Source: an optimization exercise on an open RTL-to-GDS flow (aim: small area, a short achievable clock period and few clock cycles per item). Production flows keep margins and buffers that such runs may drop.
RTL that was checked went through simulation tests only; none was proved equivalent to the original.
No activity file was given, so power comes from the tool's default toggle rates.

== exp/yarrow ==
Design hash_ring_node_table, start of the top module:
module hash_ring_node_table (
  input  logic         clk,
  input  logic         rst_n,
  input  logic         in_valid,
  output logic         in_ready,
  input  logic [1:0]   in_opcode,
  input  logic [7:0]   in_key_byte,
  input  logic         in_last_byte,
  input  logic [31:0]  in_node_address,
  input  logic [15:0]  in_node_port,
  output logic         out_valid,
  input  logic         out_ready,
  output logic [1:0]   out_status,
  output logic [31:0]  out_found_address,
  output logic [15:0]  out_found_port,
  output logic [31:0]  out_key_hash
);
  logic        c_load, c_free_now, c_free_next;
  logic [1:0]  c_op;
  logic [31:0] c_hash, c_addr;
  logic [15:0] c_port;
  hrnt_front u_front (
    .clk             (clk),
    .rst_n           (rst_n),
    .in_valid        (in_valid),
    .in_ready        (in_ready),
    .in_opcode       (in_opcode),
    .in_key_byte     (in_key_byte),
    .in_last_byte    (in_last_byte),
    .in_node_address (in_node_address),
    .in_node_port    (in_node_port),
    .c_load          (c_load),
    .c_op            (c_op),
  ...
For scale: ~3300 cells after synthesis, ~1700 flip-flops, about 49000 sq um of cells after synthesis.
export LEC_CHECK = 0
export CAP_MARGIN = 10
export CORE_MARGIN = 2
export CORE_UTILIZATION = 45
export CTS_CLUSTER_DIAMETER = 100
export CTS_CLUSTER_SIZE = 25
export PLACE_DENSITY = 0.65
export SETUP_SLACK_MARGIN = 2.6
export SLEW_MARGIN = 10
export TNS_END_PERCENT = 30
create_clock -name core_clock -period 5.0 [get_ports {clk}]
standard.sh (not shown) runs the stock make flow with config.mk's settings and CLKGATE_MAP_FILE= SYNTH_SCRIPT=/design/flow/synth_recipe.tcl, a recipe that flattens the netlist after the stock synthesis.
==> flow/flow/run.sh <==
#!/bin/bash
# The standard layout (the standard.sh: standard synthesis and ORFS on all steps), with
# one change: the buffers ORFS puts on the input and output ports are buf_4 cells instead of
# the default smallest buffer (a slow delay cell), so the port paths are not held back.
set -euo pipefail
export BUFFER_PORTS_ARGS="-buffer_cell sky130_fd_sc_hd__buf_4"
bash standard.sh > standard_flow.log 2>&1
Testbench counts of exp/yarrow, summed over its fixed seeds: cycles 28,659, items 2,400.
## Diff of input files: exp/indigo against exp/yarrow
# exp/yarrow
export LEC_CHECK = 0
export CAP_MARGIN = 10
export CORE_MARGIN = 2
export CORE_UTILIZATION = 45
export CTS_CLUSTER_DIAMETER = 100
export CTS_CLUSTER_SIZE = 25
export PLACE_DENSITY = 0.65
export SETUP_SLACK_MARGIN = 2.6
export SLEW_MARGIN = 10
export TNS_END_PERCENT = 30
create_clock -name core_clock -period 5.0 [get_ports {clk}]
# exp/indigo
export LEC_CHECK = 0
export CAP_MARGIN = 20
export CORE_MARGIN = 2
export CORE_UTILIZATION = 45
export CTS_CLUSTER_DIAMETER = 100
export CTS_CLUSTER_SIZE = 25
export PLACE_DENSITY = 0.65
export SETUP_SLACK_MARGIN = 2.55
export SLEW_MARGIN = 20
export TNS_END_PERCENT = 40
create_clock -name core_clock -period 5.0 [get_ports {clk}]
==> comparison <==
| final non-filler cell total | exp/yarrow vs exp/indigo | ≈ equal |
Diff exp/yarrow -> exp/indigo | total power draw | down slightly
Diff exp/yarrow -> exp/indigo: count of fill cells added during filler insertion comparable; area growth from synthesis to final layout moved down.
#### Input delta (exp/xenon over exp/indigo)
# exp/indigo
export LEC_CHECK = 0
export CAP_MARGIN = 20
export CORE_MARGIN = 2
export CORE_UTILIZATION = 45
export CTS_CLUSTER_DIAMETER = 100
export CTS_CLUSTER_SIZE = 25
export PLACE_DENSITY = 0.65
export SETUP_SLACK_MARGIN = 2.55
export SLEW_MARGIN = 20
export TNS_END_PERCENT = 40
create_clock -name core_clock -period 5.0 [get_ports {clk}]
# exp/xenon
export LEC_CHECK = 0
export ABC_CLOCK_PERIOD_IN_PS = 2300
export CAP_MARGIN = 20
export CORE_MARGIN = 2
export CORE_UTILIZATION = 40
export CTS_CLUSTER_DIAMETER = 100
export CTS_CLUSTER_SIZE = 25
export PLACE_DENSITY = 0.6
export SETUP_SLACK_MARGIN = 2.5
export SLEW_MARGIN = 20
export TNS_END_PERCENT = 30
create_clock -name core_clock -period 5.0 [get_ports {clk}]
--- outcome ---
Non-clock buffer count grows by a few percent when moving from exp/indigo to exp/xenon.
Compared with exp/indigo, exp/xenon shows share of the core filled with cells in the final layout lower by 5.3 points.
Re length of the first detailed-routing pass in iterations: no difference whatsoever between exp/xenon and exp/indigo.
exp/xenon vs. exp/indigo: worst setup slack moved up; overall routing resource usage moved down; post-route cell area moved up.

========
Another version of the RTL of hash_ring_node_table (not shown whole).
Size in the first run: about 3,400 cells after synthesis.
make LEC_CHECK=0 ABC_CLOCK_PERIOD_IN_PS=2300 CAP_MARGIN=20 CORE_MARGIN=2 CORE_UTILIZATION=40 PLACE_DENSITY=0.6 SETUP_SLACK_MARGIN=2.7 SLEW_MARGIN=20 TNS_END_PERCENT=10 finish   # period 5.0 ns
run.sh (not shown) runs the stock make flow with config.mk's settings and CLKGATE_MAP_FILE= SYNTH_SCRIPT=/design/flow/synth_recipe.tcl, a recipe that flattens the netlist after the stock synthesis.
Stock flow here: none of the scripts above is used.
The baseline passed the timing, DRC and antenna checks.
Then changed:
Settings changed: TNS_END_PERCENT 10 to default.
The new run went through all stages and came out clean.
Worst setup slack barely changes.
Sequential share of layout area went down by 2.7 points.
Sequential cell count does not change.
Critical path depth went down by 2.
First-iteration DRC count went up by 4.2%.
Register-to-register slack barely changes.
Via count went up by 3.4%.
Clock-buffer cell count went up by 9.
Then changed:
Settings changed: SETUP_SLACK_MARGIN 2.7 to 2.3.
Cell area decreases by 7.5%; count of clock-buffer cells in the layout drops by 14; clock skew went down by 0.0059 ns; register-to-register slack improved by 0.07 ns; final cell count decreases by 3.6%; utilization came out lower by 4.0 points; via count shrinks by 5.9%; critical path depth goes down by 2; setup slack gains 0.072 ns; power fell by 3.8%; synthesized cell count stays the same.
Function was not checked in any run of this note: the RTL went through the layout flow alone.

========
Setup of build 80:
RTL: one of the versions met above, not the one the previous note started from.
Size in the first run: ~3300 cells after synthesis, roughly 1700 flip-flops, about 150 I/O pins.
Settings: LEC_CHECK=0, CAP_MARGIN=0, CORE_MARGIN=2, CORE_UTILIZATION=45, CTS_CLUSTER_DIAMETER=100, CTS_CLUSTER_SIZE=25, PLACE_DENSITY=0.65, SETUP_SLACK_MARGIN=2.6, SLEW_MARGIN=0, TNS_END_PERCENT=30; clock period 5.0 ns.
standard.sh (not shown) runs the stock make flow with config.mk's settings and CLKGATE_MAP_FILE= SYNTH_SCRIPT=/design/flow/synth_recipe.tcl, a recipe that flattens the netlist after the stock synthesis.
Scripts as last shown in full above: flow/flow/run.sh
Testbench counts of build 80, summed over its fixed seeds: cycles 28,659, items 2,400.
> inputs changed (build 80 -> build 6)
# build 80
export LEC_CHECK = 0
export CAP_MARGIN = 0
export CORE_MARGIN = 2
export CORE_UTILIZATION = 45
export CTS_CLUSTER_DIAMETER = 100
export CTS_CLUSTER_SIZE = 25
export PLACE_DENSITY = 0.65
export SETUP_SLACK_MARGIN = 2.6
export SLEW_MARGIN = 0
export TNS_END_PERCENT = 30
create_clock -name core_clock -period 5.0 [get_ports {clk}]
# build 6
export LEC_CHECK = 0
export CAP_MARGIN = 20
export CORE_MARGIN = 2
export CORE_UTILIZATION = 40
export CTS_CLUSTER_DIAMETER = 100
export CTS_CLUSTER_SIZE = 25
export PLACE_DENSITY = 0.6
export SETUP_SLACK_MARGIN = 2.6
export SLEW_MARGIN = 20
export TNS_END_PERCENT = 50
create_clock -name core_clock -period 5.0 [get_ports {clk}]
Findings:
- Compared build 6 vs build 80, and non-filler instance count after layout is up in build 6.
- Build 6 vs build 80: routed wire length up slightly
- Build 6 reached the end of the flow, and the finished layout is clean on the timing, DRC and antenna checks.
- met5 as the highest routed metal layer was reported by build 6, and met4 by build 80.
- For achievable clock frequency, dividing the value from build 6 by the value from build 80 gives 0.945.
- Per the comparison of build 6 with build 80, clock power moved up, number of well taps moved up.
Input changes introduced in build 82 (baseline for comparison: build 6):
# build 6
export LEC_CHECK = 0
export CAP_MARGIN = 20
export CORE_MARGIN = 2
export CORE_UTILIZATION = 40
export CTS_CLUSTER_DIAMETER = 100
export CTS_CLUSTER_SIZE = 25
export PLACE_DENSITY = 0.6
export SETUP_SLACK_MARGIN = 2.6
export SLEW_MARGIN = 20
export TNS_END_PERCENT = 50
create_clock -name core_clock -period 5.0 [get_ports {clk}]
# build 82
export LEC_CHECK = 0
export CAP_MARGIN = 20
export CORE_MARGIN = 2
export CORE_UTILIZATION = 45
export CTS_BUF_LIST = sky130_fd_sc_hd__clkbuf_8
export CTS_CLUSTER_DIAMETER = 60
export CTS_CLUSTER_SIZE = 16
export PLACE_DENSITY = 0.65
export SETUP_SLACK_MARGIN = 2.6
export SLEW_MARGIN = 20
export TNS_END_PERCENT = 30
create_clock -name core_clock -period 5.0 [get_ports {clk}]
Largest driver fanout on the critical path down 4 in build 82 wrt build 6. Taking build 6 as the reference, in build 82 met1 track demand over resource in global routing has increased, synthesis-to-layout area growth has increased, final area has increased. Area of combinational cells with multiple inputs: lower on build 6. Shortest period the worst path allows, build 82 and build 6: lower on build 82. Cmp build 82 vs build 6: via count of the routed design higher in build 82. Run comparison: build 82 standard cell with the maximum stage delay on the critical path sky130_fd_sc_hd__edfxtp_1; build 6 standard cell with the maximum stage delay on the critical path sky130_fd_sc_hd__nor4_4. Build 82 -> build 6: fraction of the mapped netlist area in simple logic gates delta 0, exact match.
[inputs] build 29 vs build 82
# build 82
export LEC_CHECK = 0
export CAP_MARGIN = 20
export CORE_MARGIN = 2
export CORE_UTILIZATION = 45
export CTS_BUF_LIST = sky130_fd_sc_hd__clkbuf_8
export CTS_CLUSTER_DIAMETER = 60
export CTS_CLUSTER_SIZE = 16
export PLACE_DENSITY = 0.65
export SETUP_SLACK_MARGIN = 2.6
export SLEW_MARGIN = 20
export TNS_END_PERCENT = 30
create_clock -name core_clock -period 5.0 [get_ports {clk}]
# build 29
export LEC_CHECK = 0
export CAP_MARGIN = 20
export CORE_MARGIN = 2
export CORE_UTILIZATION = 45
export CTS_BUF_LIST = sky130_fd_sc_hd__clkbuf_16 sky130_fd_sc_hd__clkbuf_8 sky130_fd_sc_hd__clkbuf_4
export CTS_CLUSTER_DIAMETER = 100
export CTS_CLUSTER_SIZE = 25
export PLACE_DENSITY = 0.65
export SETUP_SLACK_MARGIN = 2.6
export SLEW_MARGIN = 20
export TNS_END_PERCENT = 30
create_clock -name core_clock -period 5.0 [get_ports {clk}]
--- outcome ---
Overall routing resource usage: build 29 vs build 82 down 0.28 points
In terms of register share of the cell area, build 29 and build 82 differ only marginally.
[compare] base=build 82 new=build 29: met1 track demand over resource lower, maximum level of the CTS H-tree fell by 1, wire length lost 1.3 mm.
Build 29 and build 82 ended up with nearly the same utilization.
Against build 82, routed length on met3 in build 29 rose by a few percent.
According to the power report, total power for build 29 is higher than for build 82.
Relative to build 29, the following input files were edited for build 25:
# build 29
export LEC_CHECK = 0
export CAP_MARGIN = 20
export CORE_MARGIN = 2
export CORE_UTILIZATION = 45
export CTS_BUF_LIST = sky130_fd_sc_hd__clkbuf_16 sky130_fd_sc_hd__clkbuf_8 sky130_fd_sc_hd__clkbuf_4
export CTS_CLUSTER_DIAMETER = 100
export CTS_CLUSTER_SIZE = 25
export PLACE_DENSITY = 0.65
export SETUP_SLACK_MARGIN = 2.6
export SLEW_MARGIN = 20
export TNS_END_PERCENT = 30
create_clock -name core_clock -period 5.0 [get_ports {clk}]
# build 25
export LEC_CHECK = 0
export CAP_MARGIN = 20
export CORE_MARGIN = 2
export CORE_UTILIZATION = 40
export CTS_CLUSTER_DIAMETER = 100
export CTS_CLUSTER_SIZE = 25
export PLACE_DENSITY = 0.6
export SETUP_SLACK_MARGIN = 2.4
export SLEW_MARGIN = 20
export TNS_END_PERCENT = 20
create_clock -name core_clock -period 5.0 [get_ports {clk}]
[summary]
- Build 25 reports its endpoint of the worst setup timing path as u_back.oa_r[31] while build 29 reports u_back.facc_r.
- Wire length of the first global-routing pass delta (build 25 -> build 29): insignificant
- Against build 29 as the reference, build 25 delivers a higher initial antenna violation count.
- Comparing build 29 against build 25, there is no change at all in count of unresolved DRC violations after routing.
- The fraction of area in multi-input gates of build 25 falls short of that of build 29 by 0.24 points.
- The more densely filled core belongs to build 29, not build 25.
- As of build 25, total power draw had fallen slightly compared to build 29.
- On worst slack at placement, build 29 beats build 25.

========
hash_ring_node_table again, from the RTL that the note above started with.
==> flow/config.mk <==
export PLATFORM = sky130hd
export DESIGN_NAME = hash_ring_node_table
export DESIGN_NICKNAME = hash_ring_node_table
export VERILOG_FILES = /design/flow/design.v
export SDC_FILE = /design/flow/constraint.sdc
export NUM_CORES = 4
export LEC_CHECK = 0
export CAP_MARGIN = 20
export CORE_MARGIN = 2
export CORE_UTILIZATION = 45
export CTS_CLUSTER_DIAMETER = 100
export CTS_CLUSTER_SIZE = 25
export PLACE_DENSITY = 0.65
export SETUP_SLACK_MARGIN = 2.6
export SLEW_MARGIN = 20
export TNS_END_PERCENT = 30
==> flow/constraint.sdc <==
create_clock -name core_clock -period 5.0 [get_ports {clk}]
set_input_delay 1.0000 -clock core_clock [delete_from_list [all_inputs] [get_ports {clk}]]
set_output_delay 1.0000 -clock core_clock [all_outputs]
set_load 0.01 [all_outputs]
Scripts as last shown in full above: flow/flow/run.sh
The first run completed without violations.
Testbench counts at the start, summed over its fixed seeds: cycles 28,659, items 2,400.
Next try:
- CORE_UTILIZATION: 45 -> 40
- CTS_CLUSTER_DIAMETER: 100 -> 60
- CTS_CLUSTER_SIZE: 25 -> 20
- SETUP_SLACK_MARGIN: 2.6 -> 2.5
Routed wire length is about the same.
Worst setup slack got worse by 0.036 ns.
Hold slack is worse by 0.0091 ns.
Area after synthesis stays the same.
Utilization drops by 4.9 points.
Design area goes up by 1.5%.
Global-route usage shrinks by 1.8 points.
Next try:
- CTS_CLUSTER_DIAMETER: 60 -> 150
- CTS_CLUSTER_SIZE: 20 -> 30
- PLACE_DENSITY: 0.65 -> 0.6
Area after synthesis does not change.
Non-clock buffer count grows by 28.
Die area is unchanged.
Next try:
- CORE_UTILIZATION: 40 -> 50
- CTS_CLUSTER_DIAMETER: 150 -> 100
- CTS_CLUSTER_SIZE: 30 -> 25
- PLACE_DENSITY: 0.6 -> 0.7
- SETUP_SLACK_MARGIN: 2.5 -> 2.6
Outcome: The changed run produced a clean layout. Power climbs by 1.8%. Worst hold slack gets worse by 0.020 ns. Sequential power barely changes. Clock-buffer cell count came out higher by 20. Non-clock buffer count went down by 13. Register-to-register slack loses 0.04 ns. Critical path depth does not change. Worst setup slack is worse by 0.037 ns. Wire length goes down by 4.4%. Cell area went down by about 0.4%.
Next try:
- CORE_UTILIZATION: 50 -> 40
- PLACE_DENSITY: 0.7 -> 0.6
- SETUP_SLACK_MARGIN: 2.6 -> 2.5
Clock power increases by a few percent.
Count of clock-buffer cells in the layout is higher by 1.
Setup slack improved by 0.056 ns.
Wire length went up by a few percent.

========
Another version of the RTL of hash_ring_node_table (not shown whole).
For scale: roughly 3,500 cells after synthesis, about 1,700 flip-flops, ~150 I/O pins, ~0.050 sq mm of cells after synthesis.
make LEC_CHECK=0 ABC_CLOCK_PERIOD_IN_PS=2300 CAP_MARGIN=20 CORE_MARGIN=2 CORE_UTILIZATION=40 CTS_CLUSTER_DIAMETER=100 CTS_CLUSTER_SIZE=25 PLACE_DENSITY=0.6 SETUP_SLACK_MARGIN=2.3 SLEW_MARGIN=20 finish   # period 5.0 ns
run.sh (not shown) runs the stock make flow with config.mk's settings and CLKGATE_MAP_FILE= SYNTH_SCRIPT=/design/flow/synth_recipe.tcl, a recipe that flattens the netlist after the stock synthesis.
Stock flow here: none of the scripts above is used.
The starting point finished clean.
==> next run, changes <==
Settings changed: SETUP_SLACK_MARGIN 2.3 to 2.5, TNS_END_PERCENT from default to 30.
Effect: Cell area goes up by 0.84%; sequential share of layout area goes down by 0.54 points; register-to-register slack gets better by 170 ps; combinational power goes up by about 3%; total power goes up by 0.44%; critical path depth goes down by 1; wire length goes up by 0.54%.
No run of this note included a check of the RTL's function; only the layout flow was run.

==> separate check: timing with driven ports <==
No port has a modelled driver above. Below, the same layouts with a new extraction and two added sets of constraints. Step 1 assumes that a clkbuf_16 drives the clock port and a buf_2 every other input. Step 2 adds t to the input delays and takes it off the output delays; t is the mean of the earliest and latest rising clock arrival at the registers after step 1. Input paths then give back, and output paths get back, about the clock's delay inside the block. Slacks: no drivers / after step 1 / after step 2; pairs: no drivers / after step 1.
| run | shift t [ns] | slack for setup (ns) | worst hold slack (ns) |
|---|---|---|---|
| exp/yarrow | 0.740 | 2.509 / 2.473 / 1.896 | 0.311 / 0.311 / 0.311 |
| exp/indigo | 0.732 | 2.464 / 2.435 / 1.971 | 0.311 / 0.311 / 0.311 |
| exp/xenon | 0.748 | 2.482 / 2.460 / 1.879 | 0.319 / 0.319 / 0.319 |
| the first run of note 2 | 0.835 | 2.242 / 2.242 / 1.502 | 0.304 / 0.304 / 0.304 |
| the second run of note 2 | 0.823 | 2.243 / 2.243 / 1.593 | 0.307 / 0.307 / 0.307 |
| the third run of note 2 | 0.843 | 2.316 / 2.300 / 1.463 | 0.306 / 0.306 / 0.306 |
| build 80 | 0.740 | 2.509 / 2.473 / 1.896 | 0.311 / 0.311 / 0.311 |
| build 6 | 0.738 | 2.364 / 2.364 / 1.952 | 0.308 / 0.308 / 0.308 |
| build 82 | 0.883 | 2.382 / 2.316 / 1.879 | 0.303 / 0.299 / 0.303 |
| build 29 | 0.738 | 2.491 / 2.443 / 1.862 | 0.306 / 0.306 / 0.306 |
| build 25 | 0.753 | 2.404 / 2.404 / 1.740 | 0.306 / 0.306 / 0.306 |
| the first run of note 4 | 0.736 | 2.488 / 2.449 / 1.884 | 0.305 / 0.305 / 0.305 |
| the second run of note 4 | 0.786 | 2.452 / 2.452 / 1.767 | 0.296 / 0.296 / 0.296 |
| the third run of note 4 | 0.751 | 2.462 / 2.462 / 1.854 | 0.316 / 0.316 / 0.316 |
| the fourth run of note 4 | 0.740 | 2.425 / 2.425 / 1.992 | 0.296 / 0.296 / 0.296 |
| the fifth run of note 4 | 0.748 | 2.482 / 2.460 / 1.879 | 0.319 / 0.319 / 0.319 |
| the first run of note 5 | 0.754 | 2.264 / 2.259 / 1.505 | 0.305 / 0.305 / 0.305 |
| the second run of note 5 | 0.748 | 2.380 / 2.311 / 1.651 | 0.286 / 0.286 / 0.286 |
After both steps every run listed still meets setup and hold. For the third run of note 2, which loses most, drivers alone change the setup slack by -0.016 ns; drivers and shift together by -0.853 ns.
